This design comes from an exercise in tuning for a short achievable clock period and few clock cycles on the open sky130 flow, not from production work. Only simulation tests tie the RTL to the original design; equivalence was not proved. Power is estimated from default activity; no workload was simulated.

==> build 7 <==
==> flow/design.v <==
package decode_pkg;
  localparam int CW_W            = 12;
  localparam int CW_ALU_BSEL     = 0;
  localparam int CW_IMM_SEL      = 1;
  localparam int CW_ALU_MODSEL   = 2;
  localparam int CW_JMP          = 3;
  localparam int CW_BRH          = 4;
  localparam int CW_PC_SEL_LO    = 5;
  localparam int CW_PC_SEL_HI    = 6;
  localparam int CW_MEM_WE       = 7;
  localparam int CW_MEM_REQ      = 8;
  localparam int CW_REG_WE       = 9;
  localparam int CW_REG_INSEL_LO = 10;
  localparam int CW_REG_INSEL_HI = 11;
  typedef logic [CW_W-1:0] ctrl_word_t;
  localparam logic [1:0] INSEL_ALU       = 2'd0;
  localparam logic [1:0] INSEL_UPPER_IMM = 2'd1;
  localparam logic [1:0] INSEL_MEM       = 2'd2;
  localparam logic [1:0] INSEL_PC4       = 2'd3;
  localparam logic [2:0] OP_ALU_RR = 3'd0;
  localparam logic [2:0] OP_ALU_RI = 3'd1;
  localparam logic [2:0] OP_LUI    = 3'd2;
  localparam logic [2:0] OP_LOAD   = 3'd3;
  localparam logic [2:0] OP_STORE  = 3'd4;
  localparam logic [2:0] OP_BRANCH = 3'd5;
  localparam logic [2:0] OP_JAL    = 3'd6;
  localparam logic [2:0] OP_JALR   = 3'd7;
  function automatic ctrl_word_t decode_opcode(input logic [2:0] op);
    ctrl_word_t cw;
    cw = '0;
    case (op)
      OP_ALU_RR: begin
        cw[CW_REG_WE] = 1'b1;
        cw[CW_REG_INSEL_HI:CW_REG_INSEL_LO] = INSEL_ALU;
      end
      OP_ALU_RI: begin
        cw[CW_ALU_BSEL] = 1'b1;
        cw[CW_IMM_SEL]  = 1'b1;
        cw[CW_REG_WE]   = 1'b1;
        cw[CW_REG_INSEL_HI:CW_REG_INSEL_LO] = INSEL_ALU;
      end
      OP_LUI: begin
        cw[CW_IMM_SEL] = 1'b1;
        cw[CW_REG_WE]  = 1'b1;
        cw[CW_REG_INSEL_HI:CW_REG_INSEL_LO] = INSEL_UPPER_IMM;
      end
      OP_LOAD: begin
        cw[CW_ALU_BSEL] = 1'b1;
        cw[CW_IMM_SEL]  = 1'b1;
        cw[CW_MEM_REQ]  = 1'b1;
        cw[CW_REG_WE]   = 1'b1;
        cw[CW_REG_INSEL_HI:CW_REG_INSEL_LO] = INSEL_MEM;
      end
      OP_STORE: begin
        cw[CW_ALU_BSEL] = 1'b1;
        cw[CW_IMM_SEL]  = 1'b1;
        cw[CW_MEM_WE]   = 1'b1;
        cw[CW_MEM_REQ]  = 1'b1;
      end
      OP_BRANCH: begin
        cw[CW_ALU_MODSEL] = 1'b1;
        cw[CW_BRH]        = 1'b1;
        cw[CW_PC_SEL_HI:CW_PC_SEL_LO] = 2'd1;
      end
      OP_JAL: begin
        cw[CW_JMP]    = 1'b1;
        cw[CW_PC_SEL_HI:CW_PC_SEL_LO] = 2'd2;
        cw[CW_REG_WE] = 1'b1;
        cw[CW_REG_INSEL_HI:CW_REG_INSEL_LO] = INSEL_PC4;
      end
      OP_JALR: begin
        cw[CW_ALU_BSEL] = 1'b1;
        cw[CW_IMM_SEL]  = 1'b1;
        cw[CW_JMP]      = 1'b1;
        cw[CW_PC_SEL_HI:CW_PC_SEL_LO] = 2'd3;
        cw[CW_REG_WE]   = 1'b1;
        cw[CW_REG_INSEL_HI:CW_REG_INSEL_LO] = INSEL_PC4;
      end
      default: cw = '0;
    endcase
    decode_opcode = cw;
  endfunction
  function automatic logic is_load(input ctrl_word_t cw);
    is_load = cw[CW_REG_WE] &&
           (cw[CW_REG_INSEL_HI:CW_REG_INSEL_LO] == INSEL_MEM);
  endfunction
  function automatic logic addr_live(input logic [4:0] a, input int nregs);
    addr_live = (a != 5'd0) && ({27'd0, a} < nregs);
  endfunction
endpackage
module reg_scoreboard
#(
  parameter int NREGS = 32
) (
  input  logic       clk,
  input  logic       rst,
  input  logic       clk_en,
  input  logic       set_en,
  input  logic [4:0] set_addr,
  input  logic       clr_en,
  input  logic [4:0] clr_addr,
  input  logic [4:0] rs1_addr,
  input  logic [4:0] rs2_addr,
  output logic       rs1_busy,
  output logic       rs2_busy
);
  logic [31:0] busy;
  logic [31:0] busy_nxt;
  always_comb begin
    busy_nxt = busy;
    if (clr_en) begin
      busy_nxt[clr_addr] = 1'b0;
    end
    if (set_en && decode_pkg::addr_live(set_addr, NREGS)) begin
      busy_nxt[set_addr] = 1'b1;
    end
  end
  always_ff @(posedge clk or posedge rst) begin
    if (rst) begin
      busy <= '0;
    end else if (clk_en) begin
      busy <= busy_nxt;
    end
  end
  assign rs1_busy = busy[rs1_addr];
  assign rs2_busy = busy[rs2_addr];
endmodule
module decode_stage_pipe
#(
  parameter int XLEN  = 32,
  parameter int IP_W  = 30,
  parameter int NREGS = 32
) (
  input  logic                clk,
  input  logic                rst,
  input  logic                clk_en,
  input  logic                in_valid,
  output logic                in_ready,
  input  logic [31:0]         inst_in,
  input  logic [IP_W-1:0]     ip_in,
  input  logic                invalid,
  input  logic                flush,
  input  logic                reg_we,
  input  logic [4:0]          rd_addr,
  input  logic [XLEN-1:0]     reg_din,
  output logic                out_valid,
  input  logic                out_ready,
  output logic [11:0]         control_word,
  output logic [31:0]         inst_out,
  output logic [IP_W-1:0]     ip_out,
  output logic [XLEN-1:0]     rs1_out,
  output logic [XLEN-1:0]     rs2_out
);
  logic [2:0] op;
  logic [4:0] rs1;
  logic [4:0] rs2;
  logic [4:0] held_rd;
  assign op      = inst_in[28:26];
  assign rs1     = inst_in[25:21];
  assign rs2     = inst_in[11:7];
  logic            out_valid_q;
  decode_pkg::ctrl_word_t      cw_q;
  logic [31:0]     inst_q;
  logic [IP_W-1:0] ip_q;
  logic [XLEN-1:0] rs1_q;
  logic [XLEN-1:0] rs2_q;
  assign held_rd = inst_q[20:16];
  decode_pkg::ctrl_word_t dec_cw;
  assign dec_cw = invalid ? '0 : decode_pkg::decode_opcode(op);
  logic [XLEN-1:0] regs [32];
  logic            wb_live;
  assign wb_live = reg_we && decode_pkg::addr_live(rd_addr, NREGS);
  always_ff @(posedge clk or posedge rst) begin
    if (rst) begin
      for (int i = 0; i < 32; i++) begin
        regs[i] <= '0;
      end
    end else if (clk_en && wb_live) begin
      regs[rd_addr] <= reg_din;
    end
  end
  logic wb_hit_rs1;
  logic wb_hit_rs2;
  assign wb_hit_rs1 = wb_live && (rd_addr == rs1);
  assign wb_hit_rs2 = wb_live && (rd_addr == rs2);
  logic [XLEN-1:0] rs1_val;
  logic [XLEN-1:0] rs2_val;
  always_comb begin
    rs1_val = decode_pkg::addr_live(rs1, NREGS) ? regs[rs1] : '0;
    rs2_val = decode_pkg::addr_live(rs2, NREGS) ? regs[rs2] : '0;
  end
  logic busy_rs1;
  logic busy_rs2;
  logic held_load;
  logic held_hit;
  logic wb_stall;
  logic hazard;
  assign held_load = out_valid_q && decode_pkg::is_load(cw_q);
  assign held_hit  = held_load && decode_pkg::addr_live(held_rd, NREGS) &&
                     ((held_rd == rs1) || (held_rd == rs2));
  assign wb_stall = wb_hit_rs1 || wb_hit_rs2;
  assign hazard = in_valid && !invalid &&
                  (busy_rs1 || busy_rs2 || held_hit || wb_stall);
  logic xfer_in;
  logic xfer_out;
  assign in_ready = (!out_valid_q || out_ready) && !hazard && !flush;
  assign xfer_in      = in_valid && in_ready && clk_en;
  assign xfer_out     = out_valid_q && out_ready && !flush && clk_en;
  always_ff @(posedge clk or posedge rst) begin
    if (rst) begin
      out_valid_q <= 1'b0;
      cw_q        <= '0;
      inst_q      <= '0;
      ip_q        <= '0;
      rs1_q       <= '0;
      rs2_q       <= '0;
    end else if (clk_en) begin
      if (flush) begin
        out_valid_q <= 1'b0;
      end else if (xfer_in) begin
        out_valid_q <= 1'b1;
        cw_q        <= dec_cw;
        inst_q      <= inst_in;
        ip_q        <= ip_in;
        rs1_q       <= rs1_val;
        rs2_q       <= rs2_val;
      end else if (xfer_out) begin
        out_valid_q <= 1'b0;
      end
    end
  end
  assign out_valid    = out_valid_q;
  assign control_word = cw_q;
  assign inst_out     = inst_q;
  assign ip_out       = ip_q;
  assign rs1_out      = rs1_q;
  assign rs2_out      = rs2_q;
  reg_scoreboard #(
    .NREGS (NREGS)
  ) u_scoreboard (
    .clk      (clk),
    .rst      (rst),
    .clk_en   (clk_en),
    .set_en   (xfer_out && held_load),
    .set_addr (held_rd),
    .clr_en   (reg_we),
    .clr_addr (rd_addr),
    .rs1_addr (rs1),
    .rs2_addr (rs2),
    .rs1_busy (busy_rs1),
    .rs2_busy (busy_rs2)
  );
endmodule
==> flow/run.sh <==
#!/bin/bash
# synth_recipe.tcl (not shown) runs the flow's synth.tcl, then flattens the netlist and writes it again
# the make line also repeats each setting of config.mk as NAME=value (left out here)
make -C /OpenROAD-flow-scripts/flow DESIGN_CONFIG=/design/flow/config.mk WORK_HOME=/design/flow/orfs CLKGATE_MAP_FILE= SYNTH_SCRIPT=/design/flow/synth_recipe.tcl finish
==> flow/config.mk <==
export PLATFORM = sky130hd
export DESIGN_NAME = decode_stage_pipe
export DESIGN_NICKNAME = decode_stage_pipe
export VERILOG_FILES = /design/flow/design.v
export SDC_FILE = /design/flow/constraint.sdc
export NUM_CORES = 4
export LEC_CHECK = 0
export CAP_MARGIN = 20
export CORE_MARGIN = 2
export CORE_UTILIZATION = 40
export PLACE_DENSITY = 0.6
export SLEW_MARGIN = 20
==> flow/constraint.sdc <==
create_clock -name core_clock -period 5.0 [get_ports {clk}]
set_input_delay 1.0000 -clock core_clock [delete_from_list [all_inputs] [get_ports {clk}]]
set_output_delay 1.0000 -clock core_clock [all_outputs]
set_load 0.01 [all_outputs]
==> trial 6 (differences from build 7) <==
--- a/flow/design.v
+++ b/flow/design.v
@@ -90,20 +90,14 @@
 endpackage
 module reg_scoreboard
-#(
-  parameter int NREGS = 32
-) (
-  input  logic       clk,
-  input  logic       rst,
-  input  logic       clk_en,
-  input  logic       set_en,
-  input  logic [4:0] set_addr,
-  input  logic       clr_en,
-  input  logic [4:0] clr_addr,
-  input  logic [4:0] rs1_addr,
-  input  logic [4:0] rs2_addr,
-  output logic       rs1_busy,
-  output logic       rs2_busy
+(
+  input  logic        clk,
+  input  logic        rst,
+  input  logic        clk_en,
+  input  logic        set_en,
+  input  logic [31:0] set_mask,
+  input  logic        clr_en,
+  input  logic [4:0]  clr_addr,
+  output logic [31:0] busy
 );
-  logic [31:0] busy;
   logic [31:0] busy_nxt;
   always_comb begin
@@ -112,7 +106,8 @@
       busy_nxt[clr_addr] = 1'b0;
     end
-    if (set_en && decode_pkg::addr_live(set_addr, NREGS)) begin
-      busy_nxt[set_addr] = 1'b1;
-    end
+    if (set_en) begin
+      busy_nxt = busy_nxt | set_mask;
+    end
+    busy_nxt[0] = 1'b0;
   end
   always_ff @(posedge clk or posedge rst) begin
@@ -123,6 +118,4 @@
     end
   end
-  assign rs1_busy = busy[rs1_addr];
-  assign rs2_busy = busy[rs2_addr];
 endmodule
 module decode_stage_pipe
@@ -155,23 +148,23 @@
   logic [4:0] rs1;
   logic [4:0] rs2;
-  logic [4:0] held_rd;
-  assign op      = inst_in[28:26];
-  assign rs1     = inst_in[25:21];
-  assign rs2     = inst_in[11:7];
+  logic [4:0] rd;
+  assign op  = inst_in[28:26];
+  assign rs1 = inst_in[25:21];
+  assign rs2 = inst_in[11:7];
+  assign rd  = inst_in[20:16];
   logic            out_valid_q;
-  decode_pkg::ctrl_word_t      cw_q;
+  decode_pkg::ctrl_word_t cw_q;
   logic [31:0]     inst_q;
   logic [IP_W-1:0] ip_q;
   logic [XLEN-1:0] rs1_q;
   logic [XLEN-1:0] rs2_q;
-  assign held_rd = inst_q[20:16];
   decode_pkg::ctrl_word_t dec_cw;
   assign dec_cw = invalid ? '0 : decode_pkg::decode_opcode(op);
-  logic [XLEN-1:0] regs [32];
+  logic [XLEN-1:0] regs [1:31];
   logic            wb_live;
   assign wb_live = reg_we && decode_pkg::addr_live(rd_addr, NREGS);
   always_ff @(posedge clk or posedge rst) begin
     if (rst) begin
-      for (int i = 0; i < 32; i++) begin
+      for (int i = 1; i < 32; i++) begin
         regs[i] <= '0;
       end
@@ -182,50 +175,72 @@
   logic wb_hit_rs1;
   logic wb_hit_rs2;
-  assign wb_hit_rs1 = wb_live && (rd_addr == rs1);
-  assign wb_hit_rs2 = wb_live && (rd_addr == rs2);
+  assign wb_hit_rs1 = reg_we && (rd_addr == rs1);
+  assign wb_hit_rs2 = reg_we && (rd_addr == rs2);
   logic [XLEN-1:0] rs1_val;
   logic [XLEN-1:0] rs2_val;
-  always_comb begin
-    rs1_val = decode_pkg::addr_live(rs1, NREGS) ? regs[rs1] : '0;
-    rs2_val = decode_pkg::addr_live(rs2, NREGS) ? regs[rs2] : '0;
-  end
-  logic busy_rs1;
-  logic busy_rs2;
-  logic held_load;
-  logic held_hit;
-  logic wb_stall;
-  logic hazard;
-  assign held_load = out_valid_q && decode_pkg::is_load(cw_q);
-  assign held_hit  = held_load && decode_pkg::addr_live(held_rd, NREGS) &&
-                     ((held_rd == rs1) || (held_rd == rs2));
-  assign wb_stall = wb_hit_rs1 || wb_hit_rs2;
-  assign hazard = in_valid && !invalid &&
-                  (busy_rs1 || busy_rs2 || held_hit || wb_stall);
+  logic [XLEN-1:0] rf_rd [32];
+  always_comb begin
+    rf_rd[0] = '0;
+    for (int i = 1; i < 32; i++) begin
+      rf_rd[i] = regs[i];
+    end
+  end
+  always_comb begin
+    rs1_val = rf_rd[rs1];
+    rs2_val = rf_rd[rs2];
+    if (wb_hit_rs1 && rs1 != 5'd0) begin
+      rs1_val = reg_din;
+    end
+    if (wb_hit_rs2 && rs2 != 5'd0) begin
+      rs2_val = reg_din;
+    end
+  end
+  logic [31:0] held_ld;
+  logic [31:0] busy;
+  logic [31:0] ld_mask;
+  logic        hz_rs1;
+  logic        hz_rs2;
+  logic        hazard;
+  always_comb begin
+    ld_mask = '0;
+    if (!invalid && op == decode_pkg::OP_LOAD) begin
+      ld_mask[rd] = 1'b1;
+    end
+    ld_mask[0] = 1'b0;
+  end
+  assign hz_rs1 = held_ld[rs1] || (busy[rs1] && !wb_hit_rs1);
+  assign hz_rs2 = held_ld[rs2] || (busy[rs2] && !wb_hit_rs2);
+  assign hazard = !invalid && (hz_rs1 || hz_rs2);
+  logic open_q;      
   logic xfer_in;
   logic xfer_out;
-  assign in_ready = (!out_valid_q || out_ready) && !hazard && !flush;
-  assign xfer_in      = in_valid && in_ready && clk_en;
-  assign xfer_out     = out_valid_q && out_ready && !flush && clk_en;
+  assign open_q   = !out_valid_q || out_ready;
+  assign in_ready = open_q && !hazard && !flush;
+  assign xfer_in  = in_valid && in_ready && clk_en;
+  assign xfer_out = out_valid_q && out_ready && !flush && clk_en;
   always_ff @(posedge clk or posedge rst) begin
     if (rst) begin
       out_valid_q <= 1'b0;
-      cw_q        <= '0;
-      inst_q      <= '0;
-      ip_q        <= '0;
-      rs1_q       <= '0;
-      rs2_q       <= '0;
+      held_ld     <= '0;
     end else if (clk_en) begin
       if (flush) begin
         out_valid_q <= 1'b0;
-      end else if (xfer_in) begin
+        held_ld     <= '0;
+      end else if (in_valid && in_ready) begin
         out_valid_q <= 1'b1;
-        cw_q        <= dec_cw;
-        inst_q      <= inst_in;
-        ip_q        <= ip_in;
-        rs1_q       <= rs1_val;
-        rs2_q       <= rs2_val;
-      end else if (xfer_out) begin
+        held_ld     <= ld_mask;
+      end else if (out_ready) begin
         out_valid_q <= 1'b0;
-      end
+        held_ld     <= '0;
+      end
+    end
+  end
+  always_ff @(posedge clk) begin
+    if (clk_en && open_q) begin
+      cw_q   <= dec_cw;
+      inst_q <= inst_in;
+      ip_q   <= ip_in;
+      rs1_q  <= rs1_val;
+      rs2_q  <= rs2_val;
     end
   end
@@ -236,18 +251,13 @@
   assign rs1_out      = rs1_q;
   assign rs2_out      = rs2_q;
-  reg_scoreboard #(
-    .NREGS (NREGS)
-  ) u_scoreboard (
+  reg_scoreboard u_scoreboard (
     .clk      (clk),
     .rst      (rst),
     .clk_en   (clk_en),
-    .set_en   (xfer_out && held_load),
-    .set_addr (held_rd),
+    .set_en   (xfer_out),
+    .set_mask (held_ld),
     .clr_en   (reg_we),
     .clr_addr (rd_addr),
-    .rs1_addr (rs1),
-    .rs2_addr (rs2),
-    .rs1_busy (busy_rs1),
-    .rs2_busy (busy_rs2)
+    .busy     (busy)
   );
 endmodule
--- a/flow/config.mk
+++ b/flow/config.mk
@@ -6,7 +6,9 @@
 export NUM_CORES = 4
 export LEC_CHECK = 0
+export ABC_CLOCK_PERIOD_IN_PS = 2500
 export CAP_MARGIN = 20
 export CORE_MARGIN = 2
 export CORE_UTILIZATION = 40
 export PLACE_DENSITY = 0.6
+export SETUP_SLACK_MARGIN = 1.8
 export SLEW_MARGIN = 20
==> trial 28 (differences from build 7) <==
--- a/flow/design.v
+++ b/flow/design.v
@@ -90,20 +90,14 @@
 endpackage
 module reg_scoreboard
-#(
-  parameter int NREGS = 32
-) (
-  input  logic       clk,
-  input  logic       rst,
-  input  logic       clk_en,
-  input  logic       set_en,
-  input  logic [4:0] set_addr,
-  input  logic       clr_en,
-  input  logic [4:0] clr_addr,
-  input  logic [4:0] rs1_addr,
-  input  logic [4:0] rs2_addr,
-  output logic       rs1_busy,
-  output logic       rs2_busy
+(
+  input  logic        clk,
+  input  logic        rst,
+  input  logic        clk_en,
+  input  logic        set_en,
+  input  logic [31:0] set_mask,
+  input  logic        clr_en,
+  input  logic [4:0]  clr_addr,
+  output logic [31:0] busy
 );
-  logic [31:0] busy;
   logic [31:0] busy_nxt;
   always_comb begin
@@ -112,7 +106,8 @@
       busy_nxt[clr_addr] = 1'b0;
     end
-    if (set_en && decode_pkg::addr_live(set_addr, NREGS)) begin
-      busy_nxt[set_addr] = 1'b1;
-    end
+    if (set_en) begin
+      busy_nxt = busy_nxt | set_mask;
+    end
+    busy_nxt[0] = 1'b0;
   end
   always_ff @(posedge clk or posedge rst) begin
@@ -123,6 +118,4 @@
     end
   end
-  assign rs1_busy = busy[rs1_addr];
-  assign rs2_busy = busy[rs2_addr];
 endmodule
 module decode_stage_pipe
@@ -155,23 +148,23 @@
   logic [4:0] rs1;
   logic [4:0] rs2;
-  logic [4:0] held_rd;
-  assign op      = inst_in[28:26];
-  assign rs1     = inst_in[25:21];
-  assign rs2     = inst_in[11:7];
+  logic [4:0] rd;
+  assign op  = inst_in[28:26];
+  assign rs1 = inst_in[25:21];
+  assign rs2 = inst_in[11:7];
+  assign rd  = inst_in[20:16];
   logic            out_valid_q;
-  decode_pkg::ctrl_word_t      cw_q;
+  decode_pkg::ctrl_word_t cw_q;
   logic [31:0]     inst_q;
   logic [IP_W-1:0] ip_q;
   logic [XLEN-1:0] rs1_q;
   logic [XLEN-1:0] rs2_q;
-  assign held_rd = inst_q[20:16];
   decode_pkg::ctrl_word_t dec_cw;
   assign dec_cw = invalid ? '0 : decode_pkg::decode_opcode(op);
-  logic [XLEN-1:0] regs [32];
+  logic [XLEN-1:0] regs [1:31];
   logic            wb_live;
   assign wb_live = reg_we && decode_pkg::addr_live(rd_addr, NREGS);
   always_ff @(posedge clk or posedge rst) begin
     if (rst) begin
-      for (int i = 0; i < 32; i++) begin
+      for (int i = 1; i < 32; i++) begin
         regs[i] <= '0;
       end
@@ -182,50 +175,72 @@
   logic wb_hit_rs1;
   logic wb_hit_rs2;
-  assign wb_hit_rs1 = wb_live && (rd_addr == rs1);
-  assign wb_hit_rs2 = wb_live && (rd_addr == rs2);
+  assign wb_hit_rs1 = reg_we && (rd_addr == rs1);
+  assign wb_hit_rs2 = reg_we && (rd_addr == rs2);
   logic [XLEN-1:0] rs1_val;
   logic [XLEN-1:0] rs2_val;
-  always_comb begin
-    rs1_val = decode_pkg::addr_live(rs1, NREGS) ? regs[rs1] : '0;
-    rs2_val = decode_pkg::addr_live(rs2, NREGS) ? regs[rs2] : '0;
-  end
-  logic busy_rs1;
-  logic busy_rs2;
-  logic held_load;
-  logic held_hit;
-  logic wb_stall;
-  logic hazard;
-  assign held_load = out_valid_q && decode_pkg::is_load(cw_q);
-  assign held_hit  = held_load && decode_pkg::addr_live(held_rd, NREGS) &&
-                     ((held_rd == rs1) || (held_rd == rs2));
-  assign wb_stall = wb_hit_rs1 || wb_hit_rs2;
-  assign hazard = in_valid && !invalid &&
-                  (busy_rs1 || busy_rs2 || held_hit || wb_stall);
+  logic [XLEN-1:0] rf_rd [32];
+  always_comb begin
+    rf_rd[0] = '0;
+    for (int i = 1; i < 32; i++) begin
+      rf_rd[i] = regs[i];
+    end
+  end
+  always_comb begin
+    rs1_val = rf_rd[rs1];
+    rs2_val = rf_rd[rs2];
+    if (wb_hit_rs1 && rs1 != 5'd0) begin
+      rs1_val = reg_din;
+    end
+    if (wb_hit_rs2 && rs2 != 5'd0) begin
+      rs2_val = reg_din;
+    end
+  end
+  logic [31:0] held_ld;
+  logic [31:0] busy;
+  logic [31:0] ld_mask;
+  logic        hz_rs1;
+  logic        hz_rs2;
+  logic        hazard;
+  always_comb begin
+    ld_mask = '0;
+    if (!invalid && op == decode_pkg::OP_LOAD) begin
+      ld_mask[rd] = 1'b1;
+    end
+    ld_mask[0] = 1'b0;
+  end
+  assign hz_rs1 = held_ld[rs1] || (busy[rs1] && !wb_hit_rs1);
+  assign hz_rs2 = held_ld[rs2] || (busy[rs2] && !wb_hit_rs2);
+  assign hazard = !invalid && (hz_rs1 || hz_rs2);
+  logic open_q;      
   logic xfer_in;
   logic xfer_out;
-  assign in_ready = (!out_valid_q || out_ready) && !hazard && !flush;
-  assign xfer_in      = in_valid && in_ready && clk_en;
-  assign xfer_out     = out_valid_q && out_ready && !flush && clk_en;
+  assign open_q   = !out_valid_q || out_ready;
+  assign in_ready = open_q && !hazard && !flush;
+  assign xfer_in  = in_valid && in_ready && clk_en;
+  assign xfer_out = out_valid_q && out_ready && !flush && clk_en;
   always_ff @(posedge clk or posedge rst) begin
     if (rst) begin
       out_valid_q <= 1'b0;
-      cw_q        <= '0;
-      inst_q      <= '0;
-      ip_q        <= '0;
-      rs1_q       <= '0;
-      rs2_q       <= '0;
+      held_ld     <= '0;
     end else if (clk_en) begin
       if (flush) begin
         out_valid_q <= 1'b0;
-      end else if (xfer_in) begin
+        held_ld     <= '0;
+      end else if (in_valid && in_ready) begin
         out_valid_q <= 1'b1;
-        cw_q        <= dec_cw;
-        inst_q      <= inst_in;
-        ip_q        <= ip_in;
-        rs1_q       <= rs1_val;
-        rs2_q       <= rs2_val;
-      end else if (xfer_out) begin
+        held_ld     <= ld_mask;
+      end else if (out_ready) begin
         out_valid_q <= 1'b0;
-      end
+        held_ld     <= '0;
+      end
+    end
+  end
+  always_ff @(posedge clk) begin
+    if (clk_en && open_q) begin
+      cw_q   <= dec_cw;
+      inst_q <= inst_in;
+      ip_q   <= ip_in;
+      rs1_q  <= rs1_val;
+      rs2_q  <= rs2_val;
     end
   end
@@ -236,18 +251,13 @@
   assign rs1_out      = rs1_q;
   assign rs2_out      = rs2_q;
-  reg_scoreboard #(
-    .NREGS (NREGS)
-  ) u_scoreboard (
+  reg_scoreboard u_scoreboard (
     .clk      (clk),
     .rst      (rst),
     .clk_en   (clk_en),
-    .set_en   (xfer_out && held_load),
-    .set_addr (held_rd),
+    .set_en   (xfer_out),
+    .set_mask (held_ld),
     .clr_en   (reg_we),
     .clr_addr (rd_addr),
-    .rs1_addr (rs1),
-    .rs2_addr (rs2),
-    .rs1_busy (busy_rs1),
-    .rs2_busy (busy_rs2)
+    .busy     (busy)
   );
 endmodule
--- a/flow/config.mk
+++ b/flow/config.mk
@@ -6,7 +6,9 @@
 export NUM_CORES = 4
 export LEC_CHECK = 0
+export ABC_AREA = 1
 export CAP_MARGIN = 20
 export CORE_MARGIN = 2
 export CORE_UTILIZATION = 40
 export PLACE_DENSITY = 0.6
+export SETUP_SLACK_MARGIN = 2.5
 export SLEW_MARGIN = 20
==> summary of the runs <==
Against build 7, the non-clock buffer count of trial 28 is higher by 276.
Between trial 28 and trial 6, the lower routed wire length is in trial 6 (gap 22%, measured against trial 6).
Global-route usage: trial 6 < build 7 < trial 28.
Synthesized area: trial 6 < trial 28 < build 7.
Sequential share of layout area, lowest first: trial 28, build 7, trial 6.
Against trial 6, the cell count of trial 28 is larger by 41%.
Between build 7 and trial 6, the lower count of clock-buffer cells in the layout is in trial 6 (gap 16).
Sequential power is about the same in trial 6 and build 7.
Synthesized cell count: trial 6 < build 7 < trial 28.
Testbench counts of build 7, summed over its fixed seeds: cycles 11,540.
Testbench counts of trial 6, summed over its fixed seeds: cycles 10,083.
Testbench counts of trial 28, summed over its fixed seeds: cycles 10,083.

[re-timing with driven ports]
In the flow no input, the clock included, has a driving cell. The finished layouts below were timed again as built, in two steps. Step 1 (the two cells are an assumption about what drives the block):
set clk [get_ports {clk}]
set_driving_cell -lib_cell sky130_fd_sc_hd__clkbuf_16 $clk
set_driving_cell -lib_cell sky130_fd_sc_hd__buf_2 [delete_from_list [all_inputs] $clk]
Step 2 moves the port delays by t, midway between the first and last clock arrival at a register: inputs arrive t later, outputs are due t later. That takes back most of the time a late clock gives input paths. Slacks: no drivers / after step 1 / after step 2; pairs: no drivers / after step 1.
run	shift t [ns]	setup slack, ns	clock arrival spread, ns	worst slew at a driven data input, ns
build 7	0.893	0.188 / 0.154 / -0.079	0.043 / 0.043	0.18
trial 6	0.872	0.963 / 0.943 / 0.917	0.048 / 0.048	0.11
trial 28	0.876	1.535 / 1.485 / 1.318	0.043 / 0.042	0.09
Met with ideal ports but missed after step 2: setup timing in build 7. For build 7, which loses most, drivers alone change the setup slack by -0.034 ns; drivers and shift together by -0.267 ns.
